Context: an optimization exercise on an open-source flow, tuned for small area, a short achievable clock period and few clock cycles per item. The choices shown serve that exercise and are no tape-out recipe.
Function was checked by simulation only, so behaviour that the tests miss may differ from the original.
Power is estimated from default activity; no workload was simulated.

rev 12:
==> flow/design.v (excerpt) <==
module two_class_ticket_queue_weighted_server #(
	parameter int QUEUE_DEPTH = 16
) (
	input  logic                              clk,
	input  logic                              arst_n,
	input  logic                              s_axis_tvalid,
	output logic                              s_axis_tready,
	input  logic [tcq_pkg::TDATA_W-1:0]       s_axis_tdata,
	input  logic [tcq_pkg::KIND_W-1:0]        s_axis_tuser,
	output logic                              m_axis_tvalid,
	input  logic                              m_axis_tready,
	output logic [tcq_pkg::TDATA_W-1:0]       m_axis_tdata,
	output logic [tcq_pkg::OUSER_W-1:0]       m_axis_tuser,
	input  logic                              cfg_we,
	input  logic [tcq_pkg::RUN_W-1:0]         cfg_data
);
export LEC_CHECK = 0
export ABC_CLOCK_PERIOD_IN_PS = 2500
export CAP_MARGIN = 20
export CORE_MARGIN = 2
export CORE_UTILIZATION = 50
export SETUP_SLACK_MARGIN = 2.3
export SLEW_MARGIN = 20
create_clock -name core_clock -period 5.0 [get_ports {clk}]
run.sh (not shown) runs the stock make flow with config.mk's settings and CLKGATE_MAP_FILE= SYNTH_SCRIPT=/design/flow/synth_recipe.tcl, a recipe that flattens the netlist after the stock synthesis.
Testbench counts of rev 12, summed over its fixed seeds: cycles 4,824, ops 4,800.
Relative to rev 12, the following input files were edited for rev 13:
- CTS_CLUSTER_DIAMETER: unset -> 70
- CTS_CLUSTER_SIZE: unset -> 22
- TNS_END_PERCENT: unset -> 10
- SETUP_SLACK_MARGIN: 2.3 -> 2.5
--- outcome ---
As far as synthesized cell count goes, rev 12 and rev 13 are indistinguishable; the numbers are identical. Rev 13 vs rev 12 — global-route usage dropped 0.30 points. First-pass GRT wire length in rev 13 vs rev 12: down about 0.9%. For rev 12, the start point of the critical path was s_axis_tdata[9], unlike rev 13, where it was r_psel_q[7]$_SDFFCE_PN0P_. Core utilization: rev 13 lower than rev 12. Comparing rev 12 with rev 13, the total core area came out essentially unchanged. Against rev 12, clock-buffer cell count in rev 13 fell by more than a quarter. In the reports for rev 12 and rev 13, the smaller clock latency at the later pin of the worst-skew pair belongs to rev 13. NOTE: met2 layer usage reported by global route in rev 13 exceeds that of rev 12. Looking at pin slew with the least headroom to its limit, rev 13 sits 18 ps lower than rev 12 does.

---

## JK
Starting RTL as in the previous note.
## two_class_ticket_queue_weighted_server
module two_class_ticket_queue_weighted_server #(
	parameter int QUEUE_DEPTH = 16
) (
	input  logic                              clk,
	input  logic                              arst_n,
	input  logic                              s_axis_tvalid,
	output logic                              s_axis_tready,
	input  logic [tcq_pkg::TDATA_W-1:0]       s_axis_tdata,
	input  logic [tcq_pkg::KIND_W-1:0]        s_axis_tuser,
	output logic                              m_axis_tvalid,
	input  logic                              m_axis_tready,
	output logic [tcq_pkg::TDATA_W-1:0]       m_axis_tdata,
	output logic [tcq_pkg::OUSER_W-1:0]       m_axis_tuser,
	input  logic                              cfg_we,
	input  logic [tcq_pkg::RUN_W-1:0]         cfg_data
);
clock: 5.0 ns
lec_check: 0
abc_clock_period_in_ps: 2500
cap_margin: 20
core_margin: 2
core_utilization: 50
setup_slack_margin: 2.7
slew_margin: 20
Testbench counts of JK, summed over its fixed seeds: cycles 4,824, ops 4,800.
Relative to JK, the following input files were edited for MS:
- changing SETUP_SLACK_MARGIN from 2.7 to 2.5
- changing CORE_UTILIZATION from 50 to 62
Results
Delta (MS minus JK): overall power of the completed layout decreased by 13% relative to the old numbers, final wirelength shrank by 20%. Looking at MS and JK, the multi-input gate share of total cell area is a wash. Relative to JK, the maximum frequency measured on MS has increased by a few percent. Taking JK as the reference, in MS share of the core filled with cells saw an increase; proportion of power drawn by combinational gates saw a decrease; sequential share of layout area saw an increase. Layout overhead on the synthesized area for MS: 12 points down relative to JK. MS vs. JK: number of remaining DRC errors has remained practically unchanged, post-placement cell count moved down.

---

job 101:
Starting RTL as in the previous note.
clock: 5.0 ns
lec_check: 0
abc_clock_period_in_ps: 2500
cap_margin: 20
core_margin: 2
core_utilization: 50
place_density: 0.75
setup_slack_margin: 2.5
slew_margin: 20
Job 101: PASS, flow complete, no timing, DRC or antenna violations
Testbench counts of job 101, summed over its fixed seeds: cycles 4,824, ops 4,800.
Changes in job 102 relative to job 101:
Settings: ABC_CLOCK_PERIOD_IN_PS: 2500 -> unset; ABC_AREA: unset -> 1; PLACE_DENSITY: 0.75 -> unset.
[summary]
Job 102 ended up with reg -> reg as its category of the most critical setup path; job 101 ended up with in -> reg.
Summary of job 102 over job 101: number of antenna diodes now sits lower, clock buffer count in the final layout rose by 22, critical path depth shows an increase of 6, register-to-register slack moved down.
Job 102 | stages: all done | timing, DRC, antenna: all pass
Looking only at count of multi-input gates, and setting everything else aside, the lower value of job 102 and job 101 goes to job 101.

---

two_class_ticket_queue_weighted_server again, from the RTL that the note above started with.
## two_class_ticket_queue_weighted_server
module two_class_ticket_queue_weighted_server #(
	parameter int QUEUE_DEPTH = 16
) (
	input  logic                              clk,
	input  logic                              arst_n,
	input  logic                              s_axis_tvalid,
	output logic                              s_axis_tready,
	input  logic [tcq_pkg::TDATA_W-1:0]       s_axis_tdata,
	input  logic [tcq_pkg::KIND_W-1:0]        s_axis_tuser,
	output logic                              m_axis_tvalid,
	input  logic                              m_axis_tready,
	output logic [tcq_pkg::TDATA_W-1:0]       m_axis_tdata,
	output logic [tcq_pkg::OUSER_W-1:0]       m_axis_tuser,
	input  logic                              cfg_we,
	input  logic [tcq_pkg::RUN_W-1:0]         cfg_data
);
	localparam int D  = QUEUE_DEPTH;
	localparam int PW = tcq_pkg::PAYLOAD_W;
	localparam int TW = tcq_pkg::TICKET_W;
	localparam int MW = tcq_pkg::MINUTE_W;
	localparam int RW = tcq_pkg::RUN_W;
	logic          e_valid_q;
	logic          e_enqn_q, e_enqp_q, e_serve_q, e_scan_q, e_cancel_q;
	logic [TW-1:0] e_tk_q;
	logic [MW-1:0] e_mn_q;
	logic [D-1:0]  e_nhit_q, e_phit_q;
	logic [D-1:0]  nv_q, pv_q, nmov_q, pmov_q;
	logic          nempty_q, pempty_q;   
	logic          turn_q;
	logic [RW-1:0] run_q, npp_q;
	logic                         r_valid_q;
	logic [tcq_pkg::STATUS_W-1:0] r_status_q;
	logic                         r_class_q;
	logic [D-1:0]                 r_nsel_q, r_psel_q;
	logic                         o0_valid_q, o1_valid_q;
	logic [tcq_pkg::STATUS_W-1:0] o0_status_q, o1_status_q;
	logic                         o0_class_q, o1_class_q;
	logic [PW-1:0]                o0_data_q, o1_data_q;
	logic                         s_ready_q, room_q;
	logic fire_e, r_move, pop, head_free, accept;
	logic e_valid_d, r_valid_d, o0_valid_d, o1_valid_d, room_d;
	always_comb begin
		fire_e     = e_valid_q && room_q;
		r_move     = r_valid_q && !(o0_valid_q && o1_valid_q);
  ...
export LEC_CHECK = 0
export ABC_CLOCK_PERIOD_IN_PS = 1800
export CAP_MARGIN = 20
export CORE_MARGIN = 2
export CORE_UTILIZATION = 50
export CTS_CLUSTER_DIAMETER = 70
export CTS_CLUSTER_SIZE = 22
export SETUP_SLACK_MARGIN = 2.7
export SLEW_MARGIN = 20
export TNS_END_PERCENT = 10
create_clock -name core_clock -period 5.0 [get_ports {clk}]
Testbench counts at the start, summed over its fixed seeds: cycles 4,824, ops 4,800.
==> next run, changes <==
Settings changed: ABC_CLOCK_PERIOD_IN_PS 1800 to 2500, SETUP_SLACK_MARGIN 2.7 to 2.5, TNS_END_PERCENT 10 to default.
Effect:
- The changed run passed the timing, DRC and antenna checks
- sequential cell count is unchanged
- area after synthesis does not change
- die area stays the same
- worst hold slack is better by 0.054 ns
- final cell count shrinks by 2.0%
- clock-buffer cell count rose by 3
- routed wire length falls by 4.9%

==> re-timing with driven ports <==
How much do the figures lean on ideal ports? The routed layouts below were timed once more, with nothing changed but the port constraints. Step 1 assumes that a clkbuf_16 drives the clock port and a buf_2 every other input. Step 2 times the ports against the registers' clock, not the clock port: input delays grow and output delays shrink by t, the midpoint of the rising clock arrivals with the driver on. Slacks: ideal ports / drivers / drivers and shift; pairs: ideal ports / drivers.
run	t (ns)	setup slack, ns	worst data-port slew with drivers (ns)
rev 12	0.796	2.153 / 2.184 / 1.388	0.11
rev 13	0.734	2.184 / 2.184 / 1.527	0.11
JK	0.826	2.194 / 2.194 / 1.739	0.14
MS	0.760	2.314 / 2.277 / 1.517	0.11
job 101	0.762	2.333 / 2.343 / 1.580	0.13
job 102	0.776	2.408 / 2.408 / 1.718	0.05
the first run of note 4	0.742	2.345 / 2.341 / 1.640	0.11
the second run of note 4	0.740	2.236 / 2.246 / 1.506	0.09
After both steps every run listed still meets setup and hold. The setup slack of MS, which loses most, moves by -0.037 ns with the drivers and by -0.797 ns with both steps.
